Background: an optimization exercise with open tools, aiming at small area and few clock cycles per item. Do not read the settings as production practice. Function was checked by simulation only, so behaviour that the tests miss may differ from the original. Power is estimated from default activity; no workload was simulated.

$ cat flow/stv_qsin.hex
0000
0032
0065
0097
00c9
00fb
012e
0160
0192
01c4
01f7
0229
025b
028d
02c0
02f2
0324
0356
0389
03bb
03ed
041f
0452
0484
04b6
04e8
051b
054d
057f
05b1
05e3
0616
0648
067a
06ac
06de
0711
0743
0775
07a7
07d9
080c
083e
0870
08a2
08d4
0906
0938
096b
099d
09cf
0a01
0a33
0a65
0a97
0ac9
0afb
0b2d
0b60
0b92
0bc4
0bf6
0c28
0c5a
0c8c
0cbe
0cf0
0d22
0d54
0d86
0db8
0dea
0e1c
0e4e
0e80
0eb2
0ee4
0f15
0f47
0f79
0fab
0fdd
100f
1041
1073
10a4
10d6
1108
113a
116c
119e
11cf
1201
1233
1265
1296
12c8
12fa
132b
135d
138f
13c1
13f2
1424
1455
1487
14b9
14ea
151c
154d
157f
15b1
15e2
1614
1645
1677
16a8
16da
170b
173c
176e
179f
17d1
1802
1833
1865
1896
18c7
18f9
192a
195b
198d
19be
19ef
1a20
1a51
1a83
1ab4
1ae5
1b16
1b47
1b78
1ba9
1bda
1c0c
1c3d
1c6e
1c9f
1cd0
1d01
1d31
1d62
1d93
1dc4
1df5
1e26
1e57
1e88
1eb8
1ee9
1f1a
1f4b
1f7b
1fac
1fdd
200e
203e
206f
209f
20d0
2101
2131
2162
2192
21c3
21f3
2224
2254
2284
22b5
22e5
2316
2346
2376
23a7
23d7
2407
2437
2467
2498
24c8
24f8
2528
2558
2588
25b8
25e8
2618
2648
2678
26a8
26d8
2708
2738
2768
2797
27c7
27f7
2827
2856
2886
28b6
28e5
2915
2945
2974
29a4
29d3
2a03
2a32
2a62
2a91
2ac1
2af0
2b1f
2b4f
2b7e
2bad
2bdc
2c0c
2c3b
2c6a
2c99
2cc8
2cf7
2d26
2d55
2d84
2db3
2de2
2e11
2e40
2e6f
2e9e
2ecc
2efb
2f2a
2f59
2f87
2fb6
2fe5
3013
3042
3070
309f
30cd
30fc
312a
3159
3187
31b5
31e4
3212
3240
326e
329d
32cb
32f9
3327
3355
3383
33b1
33df
340d
343b
3469
3497
34c4
34f2
3520
354e
357b
35a9
35d7
3604
3632
365f
368d
36ba
36e8
3715
3742
3770
379d
37ca
37f7
3825
3852
387f
38ac
38d9
3906
3933
3960
398d
39ba
39e7
3a13
3a40
3a6d
3a9a
3ac6
3af3
3b20
3b4c
3b79
3ba5
3bd2
3bfe
3c2a
3c57
3c83
3caf
3cdc
3d08
3d34
3d60
3d8c
3db8
3de4
3e10
3e3c
3e68
3e94
3ec0
3eec
3f17
3f43
3f6f
3f9a
3fc6
3ff1
401d
4048
4074
409f
40cb
40f6
4121
414d
4178
41a3
41ce
41f9
4224
424f
427a
42a5
42d0
42fb
4326
4351
437b
43a6
43d1
43fb
4426
4450
447b
44a5
44d0
44fa
4524
454f
4579
45a3
45cd
45f7
4621
464b
4675
469f
46c9
46f3
471d
4747
4770
479a
47c4
47ed
4817
4840
486a
4893
48bd
48e6
490f
4939
4962
498b
49b4
49dd
4a06
4a2f
4a58
4a81
4aaa
4ad3
4afb
4b24
4b4d
4b75
4b9e
4bc7
4bef
4c17
4c40
4c68
4c91
4cb9
4ce1
4d09
4d31
4d59
4d81
4da9
4dd1
4df9
4e21
4e49
4e71
4e98
4ec0
4ee8
4f0f
4f37
4f5e
4f85
4fad
4fd4
4ffb
5023
504a
5071
5098
50bf
50e6
510d
5134
515b
5181
51a8
51cf
51f5
521c
5243
5269
5290
52b6
52dc
5303
5329
534f
5375
539b
53c1
53e7
540d
5433
5459
547f
54a4
54ca
54f0
5515
553b
5560
5586
55ab
55d0
55f6
561b
5640
5665
568a
56af
56d4
56f9
571e
5743
5767
578c
57b1
57d5
57fa
581e
5843
5867
588c
58b0
58d4
58f8
591c
5940
5964
5988
59ac
59d0
59f4
5a18
5a3b
5a5f
5a82
5aa6
5ac9
5aed
5b10
5b34
5b57
5b7a
5b9d
5bc0
5be3
5c06
5c29
5c4c
5c6f
5c91
5cb4
5cd7
5cf9
5d1c
5d3e
5d61
5d83
5da5
5dc8
5dea
5e0c
5e2e
5e50
5e72
5e94
5eb6
5ed7
5ef9
5f1b
5f3c
5f5e
5f80
5fa1
5fc2
5fe4
6005
6026
6047
6068
6089
60aa
60cb
60ec
610d
612e
614e
616f
6190
61b0
61d1
61f1
6211
6232
6252
6272
6292
62b2
62d2
62f2
6312
6332
6351
6371
6391
63b0
63d0
63ef
640f
642e
644d
646c
648b
64ab
64ca
64e9
6507
6526
6545
6564
6582
65a1
65c0
65de
65fc
661b
6639
6657
6675
6693
66b2
66d0
66ed
670b
6729
6747
6764
6782
67a0
67bd
67da
67f8
6815
6832
6850
686d
688a
68a7
68c4
68e0
68fd
691a
6937
6953
6970
698c
69a9
69c5
69e1
69fd
6a1a
6a36
6a52
6a6e
6a89
6aa5
6ac1
6add
6af8
6b14
6b30
6b4b
6b66
6b82
6b9d
6bb8
6bd3
6bee
6c09
6c24
6c3f
6c5a
6c75
6c8f
6caa
6cc4
6cdf
6cf9
6d14
6d2e
6d48
6d62
6d7c
6d96
6db0
6dca
6de4
6dfe
6e17
6e31
6e4a
6e64
6e7d
6e97
6eb0
6ec9
6ee2
6efb
6f14
6f2d
6f46
6f5f
6f78
6f90
6fa9
6fc2
6fda
6ff2
700b
7023
703b
7053
706b
7083
709b
70b3
70cb
70e3
70fa
7112
712a
7141
7158
7170
7187
719e
71b5
71cc
71e3
71fa
7211
7228
723f
7255
726c
7282
7299
72af
72c5
72dc
72f2
7308
731e
7334
734a
735f
7375
738b
73a0
73b6
73cb
73e1
73f6
740b
7421
7436
744b
7460
7475
7489
749e
74b3
74c7
74dc
74f0
7505
7519
752d
7542
7556
756a
757e
7592
75a6
75b9
75cd
75e1
75f4
7608
761b
762e
7642
7655
7668
767b
768e
76a1
76b4
76c7
76d9
76ec
76fe
7711
7723
7736
7748
775a
776c
777e
7790
77a2
77b4
77c6
77d8
77e9
77fb
780c
781e
782f
7840
7851
7863
7874
7885
7895
78a6
78b7
78c8
78d8
78e9
78f9
790a
791a
792a
793a
794a
795b
796a
797a
798a
799a
79aa
79b9
79c9
79d8
79e7
79f7
7a06
7a15
7a24
7a33
7a42
7a51
7a60
7a6e
7a7d
7a8c
7a9a
7aa8
7ab7
7ac5
7ad3
7ae1
7aef
7afd
7b0b
7b19
7b27
7b34
7b42
7b50
7b5d
7b6a
7b78
7b85
7b92
7b9f
7bac
7bb9
7bc6
7bd3
7bdf
7bec
7bf9
7c05
7c11
7c1e
7c2a
7c36
7c42
7c4e
7c5a
7c66
7c72
7c7e
7c89
7c95
7ca0
7cac
7cb7
7cc2
7cce
7cd9
7ce4
7cef
7cfa
7d05
7d0f
7d1a
7d25
7d2f
7d3a
7d44
7d4e
7d58
7d63
7d6d
7d77
7d81
7d8a
7d94
7d9e
7da7
7db1
7dba
7dc4
7dcd
7dd6
7de0
7de9
7df2
7dfb
7e03
7e0c
7e15
7e1e
7e26
7e2f
7e37
7e3f
7e48
7e50
7e58
7e60
7e68
7e70
7e78
7e7f
7e87
7e8e
7e96
7e9d
7ea5
7eac
7eb3
7eba
7ec1
7ec8
7ecf
7ed6
7edd
7ee3
7eea
7ef0
7ef7
7efd
7f03
7f0a
7f10
7f16
7f1c
7f22
7f27
7f2d
7f33
7f38
7f3e
7f43
7f49
7f4e
7f53
7f58
7f5d
7f62
7f67
7f6c
7f71
7f75
7f7a
7f7e
7f83
7f87
7f8b
7f90
7f94
7f98
7f9c
7fa0
7fa3
7fa7
7fab
7fae
7fb2
7fb5
7fb9
7fbc
7fbf
7fc2
7fc5
7fc8
7fcb
7fce
7fd1
7fd3
7fd6
7fd9
7fdb
7fdd
7fe0
7fe2
7fe4
7fe6
7fe8
7fea
7fec
7fed
7fef
7ff1
7ff2
7ff4
7ff5
7ff6
7ff7
7ff8
7ff9
7ffa
7ffb
7ffc
7ffd
7ffe
7ffe
7fff
7fff
7fff
8000
8000
8000
8000
$ cat flow/run.sh
#!/bin/bash
# synth_recipe.tcl (not shown) runs the flow's synth.tcl, then flattens the netlist and writes it again
# the make line also repeats each setting of config.mk as NAME=value (left out here)
make -C /OpenROAD-flow-scripts/flow DESIGN_CONFIG=/design/flow/config.mk WORK_HOME=/design/flow/orfs CLKGATE_MAP_FILE= SYNTH_SCRIPT=/design/flow/synth_recipe.tcl finish
$ cat flow/config.mk
export PLATFORM = sky130hd
export DESIGN_NAME = swept_tone_voice
export DESIGN_NICKNAME = swept_tone_voice
export VERILOG_FILES = /design/flow/design.v
export SDC_FILE = /design/flow/constraint.sdc
export NUM_CORES = 4
export LEC_CHECK = 0
export CAP_MARGIN = 20
export CORE_MARGIN = 2
export CORE_UTILIZATION = 40
export SLEW_MARGIN = 20
export SYNTH_MEMORY_MAX_BITS = 32768
$ cat flow/constraint.sdc
create_clock -name core_clock -period 13.0 [get_ports {i_clk}]
set_input_delay 2.6000 -clock core_clock [delete_from_list [all_inputs] [get_ports {i_clk}]]
set_output_delay 2.6000 -clock core_clock [all_outputs]
set_load 0.01 [all_outputs]
$ cat flow/design.v
package stv_pkg;
    localparam int SINE_TABLE_BITS_DEF = 10;
    localparam int COUNT_BITS_DEF      = 20;
    localparam logic [2:0] REG_WAVE_TYPE       = 3'd0;
    localparam logic [2:0] REG_START_INCREMENT = 3'd1;
    localparam logic [2:0] REG_SWEEP_FACTOR    = 3'd2;
    localparam logic [2:0] REG_ATTACK_SAMPLES  = 3'd3;
    localparam logic [2:0] REG_ATTACK_STEP     = 3'd4;
    localparam logic [2:0] REG_DECAY_START     = 3'd5;
    localparam logic [2:0] REG_DECAY_FACTOR    = 3'd6;
    localparam logic [2:0] REG_NOTE_LENGTH     = 3'd7;
    localparam logic [1:0] WAVE_SINE     = 2'd0;
    localparam logic [1:0] WAVE_SQUARE   = 2'd1;
    localparam logic [1:0] WAVE_SAW      = 2'd2;
    localparam logic [1:0] WAVE_TRIANGLE = 2'd3;
    localparam logic OP_START = 1'b0;
    localparam logic OP_TICK  = 1'b1;
    localparam logic [31:0] SWEEP_RESET  = 32'h4000_0000;
    localparam logic [23:0] DECAY_RESET  = 24'hFF_FFFF;
    localparam logic [19:0] LENGTH_RESET = 20'd1;
    localparam logic [23:0] ENV_MAX   = 24'hFF_FFFF;
    localparam logic [40:0] ENV_ROUND = 41'h80_0000;
    localparam logic [14:0] PCM_SCALE = 15'd30000;
    localparam logic [16:0] WAVE_PEAK = 17'd32768;
    typedef struct packed {
        logic [1:0]  wave_type;
        logic [30:0] start_increment;
        logic [31:0] sweep_factor;
        logic [19:0] attack_samples;
        logic [23:0] attack_step;
        logic [23:0] decay_start;
        logic [23:0] decay_factor;
        logic [19:0] note_length;
    } t_cfg;
    typedef struct packed {
        logic        valid;
        logic        active;
        logic [31:0] phase;
        logic [23:0] env;
        logic [15:0] sine;
        logic [17:0] mix_in;
    } t_stage1;
endpackage
import stv_pkg::*;
module stv_voice_state #(
    parameter int SINE_TABLE_BITS = stv_pkg::SINE_TABLE_BITS_DEF,
    parameter int COUNT_BITS      = stv_pkg::COUNT_BITS_DEF
) (
    input  logic             i_clk,
    input  logic             i_rst_n,
    input  stv_pkg::t_cfg    i_cfg,
    input  logic             i_valid,
    input  logic             i_opcode,
    input  logic [17:0]      i_mix_in,
    input  logic             i_next_ready,
    output logic             o_ready,
    output stv_pkg::t_stage1 o_s1
);
    localparam int QSIZE = (1 << SINE_TABLE_BITS) + 1;
    localparam int AW    = SINE_TABLE_BITS + 1;
    logic [31:0]           r_phase, n_phase;
    logic [31:0]           r_inc, n_inc;
    logic [COUNT_BITS-1:0] r_idx, n_idx;
    logic [23:0]           r_env, n_env;
    logic                  r_note_on, n_note_on;
    logic                  r_v1;
    logic                  r_active;
    logic [31:0]           r_s1_phase;
    logic [23:0]           r_s1_env;
    logic [15:0]           r_sine;
    logic [17:0]           r_mix_in;
    logic                  w_accept;
    logic                  w_start;
    logic [31:0]           e_phase, e_inc;
    logic [COUNT_BITS-1:0] e_idx, w_len, w_att, w_idx_next;
    logic [23:0]           e_env, w_env_used, w_env_next;
    logic                  e_on, w_active;
    logic [24:0]           w_att_sum;
    logic [47:0]           w_dec_prod;
    logic [63:0]           w_inc_prod;
    logic [31:0]           w_inc_next;
    logic [AW-1:0]         w_addr;
    logic [SINE_TABLE_BITS-1:0] w_qidx;
    logic [15:0]           w_qsin [0:QSIZE-1];
    initial $readmemh("stv_qsin.hex", w_qsin);
    assign o_ready  = !r_v1 || i_next_ready;
    assign w_accept = i_valid && o_ready;
    assign w_start  = (i_opcode == OP_START);
    always_comb begin
        e_phase = w_start ? 32'd0 : r_phase;
        e_inc   = w_start ? {1'b0, i_cfg.start_increment} : r_inc;
        e_idx   = w_start ? '0 : r_idx;
        e_env   = w_start ? 24'd0 : r_env;
        e_on    = w_start || r_note_on;
        w_len   = COUNT_BITS'(i_cfg.note_length);
        w_att   = COUNT_BITS'(i_cfg.attack_samples);
        w_active = e_on && (e_idx < w_len);
        w_att_sum  = {1'b0, e_env} + {1'b0, i_cfg.attack_step};
        w_dec_prod = '0;
        if (e_idx < w_att) begin
            w_env_used = e_env;
            w_env_next = w_att_sum[24] ? ENV_MAX : w_att_sum[23:0];
        end else begin
            w_env_used = (e_idx == w_att) ? i_cfg.decay_start : e_env;
            w_dec_prod = {24'd0, w_env_used} * {24'd0, i_cfg.decay_factor};
            w_env_next = w_dec_prod[47:24];
        end
        w_inc_prod = {32'd0, e_inc} * {32'd0, i_cfg.sweep_factor};
        w_inc_next = (|w_inc_prod[63:62]) ? 32'hFFFF_FFFF : w_inc_prod[61:30];
        w_idx_next = e_idx + 1'b1;
        n_phase   = e_phase;
        n_inc     = e_inc;
        n_idx     = e_idx;
        n_env     = e_env;
        n_note_on = 1'b0;
        if (w_active) begin
            n_phase   = e_phase + e_inc;
            n_inc     = w_inc_next;
            n_idx     = w_idx_next;
            n_env     = w_env_next;
            n_note_on = (w_idx_next < w_len);
        end
    end
    assign w_qidx = n_phase[29 -: SINE_TABLE_BITS];
    assign w_addr = n_phase[30] ? AW'(QSIZE - 1) - {1'b0, w_qidx} : {1'b0, w_qidx};
    always_ff @(posedge i_clk) begin
        if (!i_rst_n) begin
            r_phase   <= '0;
            r_inc     <= '0;
            r_idx     <= '0;
            r_env     <= '0;
            r_note_on <= 1'b0;
        end else if (w_accept) begin
            r_phase   <= n_phase;
            r_inc     <= n_inc;
            r_idx     <= n_idx;
            r_env     <= n_env;
            r_note_on <= n_note_on;
        end
    end
    always_ff @(posedge i_clk) begin
        if (!i_rst_n) begin
            r_v1 <= 1'b0;
        end else if (o_ready) begin
            r_v1 <= i_valid;
        end
    end
    always_ff @(posedge i_clk) begin
        if (o_ready) begin
            r_active   <= w_active;
            r_s1_phase <= n_phase;
            r_s1_env   <= w_env_used;
            r_mix_in   <= i_mix_in;
            r_sine     <= w_qsin[w_addr];
        end
    end
    assign o_s1 = {r_v1, r_active, r_s1_phase, r_s1_env, r_sine, r_mix_in};
endmodule
import stv_pkg::*;
module stv_mix_out (
    input  logic             i_clk,
    input  logic             i_rst_n,
    input  logic [1:0]       i_wave_type,
    input  stv_pkg::t_stage1 i_s1,
    output logic             o_ready,
    input  logic             i_m_ready,
    output logic             o_valid,
    output logic [17:0]      o_mix_out,
    output logic [15:0]      o_pcm_out,
    output logic             o_voice_active
);
    logic        r_v2;
    logic        r_neg;
    logic [16:0] r_prod;
    logic [17:0] r_mix_in;
    logic        r_act2;
    logic        r_v3;
    logic [17:0] r_mix_out;
    logic [15:0] r_pcm_out;
    logic        r_active;
    logic        w_ready3;
    logic [16:0] w_mag, w_ramp;
    logic        w_neg;
    logic [31:0] w_tri;
    logic [40:0] w_prod;
    logic [16:0] w_prod_q;
    logic signed [17:0] w_voice;
    logic signed [18:0] w_sum;
    logic signed [17:0] w_sat, w_clamp, w_nclamp;
    logic [15:0] w_cmag;
    logic [30:0] w_pcm_prod;
    logic [15:0] w_pcm_mag, w_pcm;
    assign w_ready3 = !r_v3 || i_m_ready;
    assign o_ready  = !r_v2 || w_ready3;
    always_comb begin
        w_tri = i_s1.phase[31] ? (i_s1.phase - 32'h8000_0000)
                               : (32'h8000_0000 - i_s1.phase);
        w_ramp = (i_wave_type == WAVE_SAW) ? i_s1.phase[31:15] : w_tri[31:15];
        case (i_wave_type)
            WAVE_SINE: begin
                w_mag = {1'b0, i_s1.sine};
                w_neg = i_s1.phase[31];
            end
            WAVE_SQUARE: begin
                w_mag = WAVE_PEAK;
                w_neg = i_s1.phase[31];
            end
            default: begin
                w_neg = (w_ramp < WAVE_PEAK);
                w_mag = w_neg ? (WAVE_PEAK - w_ramp) : (w_ramp - WAVE_PEAK);
            end
        endcase
        w_prod   = {24'd0, w_mag} * {17'd0, i_s1.env} + ENV_ROUND;
        w_prod_q = i_s1.active ? w_prod[40:24] : 17'd0;
    end
    always_ff @(posedge i_clk) begin
        if (!i_rst_n) begin
            r_v2 <= 1'b0;
        end else if (o_ready) begin
            r_v2 <= i_s1.valid;
        end
    end
    always_ff @(posedge i_clk) begin
        if (o_ready) begin
            r_neg    <= w_neg;
            r_prod   <= w_prod_q;
            r_mix_in <= i_s1.mix_in;
            r_act2   <= i_s1.active;
        end
    end
    always_comb begin
        w_voice = r_neg ? -$signed({1'b0, r_prod}) : $signed({1'b0, r_prod});
        w_sum   = {r_mix_in[17], r_mix_in} + {w_voice[17], w_voice};
        if (w_sum > 19'sd131071) begin
            w_sat = 18'sd131071;
        end else if (w_sum < -19'sd131072) begin
            w_sat = -18'sd131072;
        end else begin
            w_sat = w_sum[17:0];
        end
        if (w_sat > 18'sd32768) begin
            w_clamp = 18'sd32768;
        end else if (w_sat < -18'sd32768) begin
            w_clamp = -18'sd32768;
        end else begin
            w_clamp = w_sat;
        end
        w_nclamp   = -w_clamp;
        w_cmag     = w_clamp[17] ? w_nclamp[15:0] : w_clamp[15:0];
        w_pcm_prod = {15'd0, w_cmag} * {16'd0, PCM_SCALE};
        w_pcm_mag  = {1'b0, w_pcm_prod[29:15]};
        w_pcm      = w_clamp[17] ? -w_pcm_mag : w_pcm_mag;
    end
    always_ff @(posedge i_clk) begin
        if (!i_rst_n) begin
            r_v3 <= 1'b0;
        end else if (w_ready3) begin
            r_v3 <= r_v2;
        end
    end
    always_ff @(posedge i_clk) begin
        if (w_ready3) begin
            r_mix_out <= w_sat;
            r_pcm_out <= w_pcm;
            r_active  <= r_act2;
        end
    end
    assign o_valid        = r_v3;
    assign o_mix_out      = r_mix_out;
    assign o_pcm_out      = r_pcm_out;
    assign o_voice_active = r_active;
endmodule
import stv_pkg::*;
module swept_tone_voice #(
    parameter int SINE_TABLE_BITS = stv_pkg::SINE_TABLE_BITS_DEF,
    parameter int COUNT_BITS      = stv_pkg::COUNT_BITS_DEF
) (
    input  logic        i_clk,
    input  logic        i_rst_n,
    input  logic        s_axis_tvalid,
    output logic        s_axis_tready,
    input  logic [23:0] s_axis_tdata,    
    input  logic [0:0]  s_axis_tuser,    
    output logic        m_axis_tvalid,
    input  logic        m_axis_tready,
    output logic [39:0] m_axis_tdata,    
    output logic [0:0]  m_axis_tuser,    
    input  logic        i_cfg_we,
    input  logic [2:0]  i_cfg_index,
    input  logic [31:0] i_cfg_data
);
    stv_pkg::t_cfg    r_cfg;
    stv_pkg::t_stage1 w_s1;
    logic    w_ready2;
    logic [17:0] w_mix_out;
    logic [15:0] w_pcm_out;
    logic        w_active;
    always_ff @(posedge i_clk) begin
        if (!i_rst_n) begin
            r_cfg.wave_type       <= WAVE_SINE;
            r_cfg.start_increment <= '0;
            r_cfg.sweep_factor    <= SWEEP_RESET;
            r_cfg.attack_samples  <= '0;
            r_cfg.attack_step     <= '0;
            r_cfg.decay_start     <= '0;
            r_cfg.decay_factor    <= DECAY_RESET;
            r_cfg.note_length     <= LENGTH_RESET;
        end else if (i_cfg_we) begin
            case (i_cfg_index)
                REG_WAVE_TYPE:       r_cfg.wave_type       <= i_cfg_data[1:0];
                REG_START_INCREMENT: r_cfg.start_increment <= i_cfg_data[30:0];
                REG_SWEEP_FACTOR:    r_cfg.sweep_factor    <= i_cfg_data;
                REG_ATTACK_SAMPLES:  r_cfg.attack_samples  <= i_cfg_data[19:0];
                REG_ATTACK_STEP:     r_cfg.attack_step     <= i_cfg_data[23:0];
                REG_DECAY_START:     r_cfg.decay_start     <= i_cfg_data[23:0];
                REG_DECAY_FACTOR:    r_cfg.decay_factor    <= i_cfg_data[23:0];
                REG_NOTE_LENGTH:     r_cfg.note_length     <= i_cfg_data[19:0];
                default: ;
            endcase
        end
    end
    stv_voice_state #(
        .SINE_TABLE_BITS (SINE_TABLE_BITS),
        .COUNT_BITS      (COUNT_BITS)
    ) u_state (
        .i_clk        (i_clk),
        .i_rst_n      (i_rst_n),
        .i_cfg        (r_cfg),
        .i_valid      (s_axis_tvalid),
        .i_opcode     (s_axis_tuser[0]),
        .i_mix_in     (s_axis_tdata[17:0]),
        .i_next_ready (w_ready2),
        .o_ready      (s_axis_tready),
        .o_s1         (w_s1)
    );
    stv_mix_out u_mix (
        .i_clk          (i_clk),
        .i_rst_n        (i_rst_n),
        .i_wave_type    (r_cfg.wave_type),
        .i_s1           (w_s1),
        .o_ready        (w_ready2),
        .i_m_ready      (m_axis_tready),
        .o_valid        (m_axis_tvalid),
        .o_mix_out      (w_mix_out),
        .o_pcm_out      (w_pcm_out),
        .o_voice_active (w_active)
    );
    assign m_axis_tdata = {6'd0, w_pcm_out, w_mix_out};
    assign m_axis_tuser = w_active;
endmodule
==> notes.md <==
Std-Cell Rows=184; number of distinct library cells after synthesis=121; required time of the critical path=13,530 ps; Worst Hold End=u_mix.r_mix_in[8]; Post-Synthesis Mean Instance Area=8.39 µm²; area of the core=251,000 µm²; DRC violation count after routing=0; count of flip-flops with a built-in enable after synthesis=163; worst setup path startpoint=s_axis_tuser[0]; GRT overflow=0; Worst Setup Path Type=input port to register; initial drt markers=8,340; maximum number of pins on one net before global-route repair=120; unrepaired setup endpoints after global routing=no; clk slew on worst S/H paths=about 60 ps; crit path capture type=register; final RePlAce weighted congestion=about 1.0; Yosys warnings=3; number of placed instances, taps included=15,300; final setup violating endpoints=0; fillers=24,800; Critical Path Most Common Cell=sky130_fd_sc_hd__fa_1; proportion of synthesized chip area in sequential cells=10.6%; setup slack of the most critical reg-to-reg path=710 ps; via count of the first global-routing pass=92,200; proportion of synthesized flip-flops having asynchronous set or reset=0%; number of cell instances on the worst register-to-register path=40; Switching Fraction=54.6%; HPWL after detailed placement=290,000 µm; average detailed-routed wire length per instance=24.5 µm; stage delay of the slowest cell on the critical path=730 ps; worst IR drop on VDD=2.71 mV; CTS Buf Count=53; Leakage Power=between 0.05 and 0.06 µW; worst clock skew=67.9 ps; Reg power frac=under 10%; number of buffers inserted by port buffering=95; fin crit period=12,360 ps; Max-Cap Viols=0; buffers and inverters on the worst path=7; clock tree root buffer cell=sky130_fd_sc_hd__clkbuf_16; fraction of final layout cells with drive strength greater than 1=7.77%; Clock Tree Buf Depth=3; number of hold-slack violations in the final timing report=0; height of the die=506 µm; launch instance of the worst register-to-register path=u_mix.r_prod[5]; net switching power figure=16,500 µW; hold crit path type=register to register; slowest library cell on the worst path=sky130_fd_sc_hd__mux2_2; gate count after technology mapping=~12,000; power per cell area=276 nW/µm²; Final Cycle Share=95.1%; worst max-slew margin expressed relative to the limit=approximately 18%; Max Slew Vio Count=0; Via-to-Cell Ratio=5.71; Logic pwr share=86.6%; initial core utilization=40.1%; achievable clock frequency=80.9 MHz; synthesis-to-finish area growth=9.11%; via count of the routed design=88,100; Tightest Pin Transition=1230 ps; global-route total usage across every layer=29.5%; worst hold stages=0; number of nets in the final layout=around 15,000; number of detailed-route iterations in the first pass=9; clock tree from TritonCTS=built; internal power=13,800 µW; first-pass GRT wire length=between 500,000 and 600,000 µm; Overall Power=slightly above 30,000 µW; gate family responsible for the most delay along the worst path=adder cells; synthesized cell area=101,000 µm²; maximum level of the CTS H-tree=2; number of register bits inferred by synthesis=roughly 450; data arrival time of the worst path=12,890 ps; remaining antenna violation count after routing=0; most used flip-flop cell after synthesis=sky130_fd_sc_hd__dfxtp_1; number of buffers added for setup after CTS=0; Final TNS setup=0 ps; Worst path depth=32; Worst R2R End=u_mix.r_pcm_out[11]; final core area utilization=43.8%; largest fanout on the critical path=56; area enclosed by the die boundary=256,000 µm²; number of antenna violations at the first check in global routing=20; detailed-route wire length=379,000 µm; startpoint of the lowest-slack hold path=u_state.r_mix_in[8]; Final Instance Count excl. Fillers=15,400; Clock power frac=5.0%; type of origin of the critical path=input port; clk latency of the worst-skew pair=between 600 and 700 ps; IO Pins=~110; die width=506 µm; number of clock sinks=452; run status=no timing/DRC/antenna violations
[area by class of cell]
class	count	area, µm²	share of cell area, %
Sequential cell	452	10700	9.72
Clock inverter	28	262	0.238
Clock buffer	71	1430	1.30
Timing Repair Buffer	739	6090	5.54
Tap cell	3348	4190	3.81
Multi-Input combinational cell	8779	79700	72.5
Inverter	2017	7580	6.90
Antenna cell	9	22.5	0.0205
[flip-flops by register name (all words and copies together) (netlist names), 16 cells and up]
register            cells
u_mix.r_pcm_out        16
u_mix.r_mix_out        18
u_state.r_phase        32
u_state.r_idx          20
r_cfg                 177
u_state.r_sine         16
u_state.r_env          24
u_state.r_s1_phase     32
u_state.r_inc          32
u_state.r_mix_in       18
u_mix.r_prod           17
u_mix.r_mix_in         18
u_state.r_s1_env       24
[repair_timing]
item                                    CTS  global route
endpoints found under the setup margin    0             2
hold buffers                              0             0
resized for setup                         0             1
[cells in the mapped netlist (48+ instances only)]
master,instances,area share [%]
sky130_fd_sc_hd__a211oi_1,70,0.52
sky130_fd_sc_hd__mux2_2,56,0.63
sky130_fd_sc_hd__ha_1,787,9.8
sky130_fd_sc_hd__nor3_1,130,0.65
sky130_fd_sc_hd__and2_1,508,3.2
sky130_fd_sc_hd__o211ai_1,61,0.45
sky130_fd_sc_hd__o221ai_1,57,0.50
sky130_fd_sc_hd__inv_1,2005,7.5
sky130_fd_sc_hd__a21boi_0,197,1.5
sky130_fd_sc_hd__a31oi_1,76,0.47
sky130_fd_sc_hd__and3_1,67,0.42
sky130_fd_sc_hd__dfxtp_1,289,5.7
sky130_fd_sc_hd__xnor2_1,144,1.3
sky130_fd_sc_hd__o21ai_0,337,1.7
sky130_fd_sc_hd__nand2_1,2311,8.6
sky130_fd_sc_hd__nand3_1,183,0.91
sky130_fd_sc_hd__nand4_1,48,0.30
sky130_fd_sc_hd__edfxtp_1,163,4.9
sky130_fd_sc_hd__a21oi_1,450,2.2
sky130_fd_sc_hd__nor2b_1,155,0.96
sky130_fd_sc_hd__nand2b_1,50,0.31
sky130_fd_sc_hd__fa_1,1765,35
sky130_fd_sc_hd__clkbuf_1,544,2.0
sky130_fd_sc_hd__buf_2,132,0.66
sky130_fd_sc_hd__nor2_1,348,1.3
sky130_fd_sc_hd__a21o_1,111,0.83
sky130_fd_sc_hd__xor2_1,98,0.85
[worst max path at each step]
stage / endpoint / slack [ps]
after floorplan: u_state.r_env[23] / 500
after global placement: u_state.r_inc[22] / 150
after detailed placement: u_state.r_inc[23] / 80
after CTS: u_mix.r_pcm_out[11] / 570
after global routing: u_mix.r_pcm_out[11] / 80
final: u_state.r_inc[8] / 640
[power by group through the flow]
stage / clock, µW / combinational [µW] / sequential, µW
after floorplan: 0 / 19300 / 2640
after detailed placement: 0 / 26100 / 2590
after CTS: 1530 / 26300 / 2560
after global placement: 0 / 25600 / 2590
after global routing: 1580 / 28700 / 2520
final: 1500 / 26200 / 2550
[through the flow]
stage / hold slack (ps) / setup slack (ps) / instance area (µm²)
after global routing: 435 / 81.0 / 110000
final: 422 / 643 / 110000
after floorplan: 400 / 504 / 101000
after detailed placement: 405 / 79.7 / 108000
after CTS: 428 / 569 / 110000
after global placement: 405 / 150 / 108000
[cell usage in the layout, fill, tap and decap left out, types with 97 or more instances in the layout]
master / Yosys / routed
sky130_fd_sc_hd__ha_1: 787 / 787
sky130_fd_sc_hd__edfxtp_1: 163 / 163
sky130_fd_sc_hd__xor2_1: 98 / 97
sky130_fd_sc_hd__nor2_1: 348 / 341
sky130_fd_sc_hd__inv_1: 2005 / 2004
sky130_fd_sc_hd__a21o_1: 111 / 111
sky130_fd_sc_hd__nor2b_1: 155 / 154
sky130_fd_sc_hd__buf_4: 33 / 620
sky130_fd_sc_hd__nand3_1: 183 / 182
sky130_fd_sc_hd__dfxtp_1: 289 / 285
sky130_fd_sc_hd__nor3_1: 130 / 127
sky130_fd_sc_hd__o21ai_0: 337 / 325
sky130_fd_sc_hd__a21boi_0: 197 / 197
sky130_fd_sc_hd__a21oi_1: 450 / 448
sky130_fd_sc_hd__fa_1: 1765 / 1765
sky130_fd_sc_hd__nand2_1: 2311 / 2309
sky130_fd_sc_hd__xnor2_1: 144 / 141
sky130_fd_sc_hd__and2_1: 508 / 508
[per-layer routing]
layer  up-vias  GRT usage, %  routed length [µm]  share of wire [%]
met2      4155          47.2              172000                 45
met5         -             0                  73              0.019
met3       899          5.08               32200                8.5
li1      38200             -                   -                  -
met4        10          12.4               19300                5.1
met1     44800          39.3              155000                 41
[kinds of logic after synthesis]
kind of cell | Yosys count | synth area share, %
AO/OA/AOI/OAI | 1909 | 12.8
XOR/XNOR | 246 | 2.18
other | 1 | 0.00372
flip-flops | 452 | 10.6
multiplexers | 94 | 1.04
adder cells (fa/ha/maj) | 2552 | 44.8
buffers and inverters | 2780 | 10.7
AND/OR/NAND/NOR | 3972 | 17.8
Testbench counts, summed over its fixed seeds: cycles 19,570, items 18,162.

what the ideal ports hide:
How much do the figures lean on ideal ports? The routed layout below was timed once more, with nothing changed but the port constraints.
Step 1 (the two cells are an assumption about what drives the block):
set clk [get_ports {i_clk}]
set_driving_cell -lib_cell sky130_fd_sc_hd__clkbuf_16 $clk
set_driving_cell -lib_cell sky130_fd_sc_hd__buf_2 [delete_from_list [all_inputs] $clk]
Step 2 also shifts input and output timing later by t, the mid clock arrival at the registers, as if the neighbouring blocks saw the same clock.
a / b / c = ideal / step 1 / step 2; a / b = the first two.
t, ns: 0.727
setup WS [ns]: 0.643 / 0.685 / -0.042
worst setup path at the end: input to register
clock arrival spread, ns: 0.075 / 0.076
worst register clock-pin slew, ns: 0.07 / 0.07
Met with ideal ports but missed after step 2: setup timing in this run. For this run, drivers alone change the setup slack by +0.042 ns; drivers and shift together by -0.685 ns.
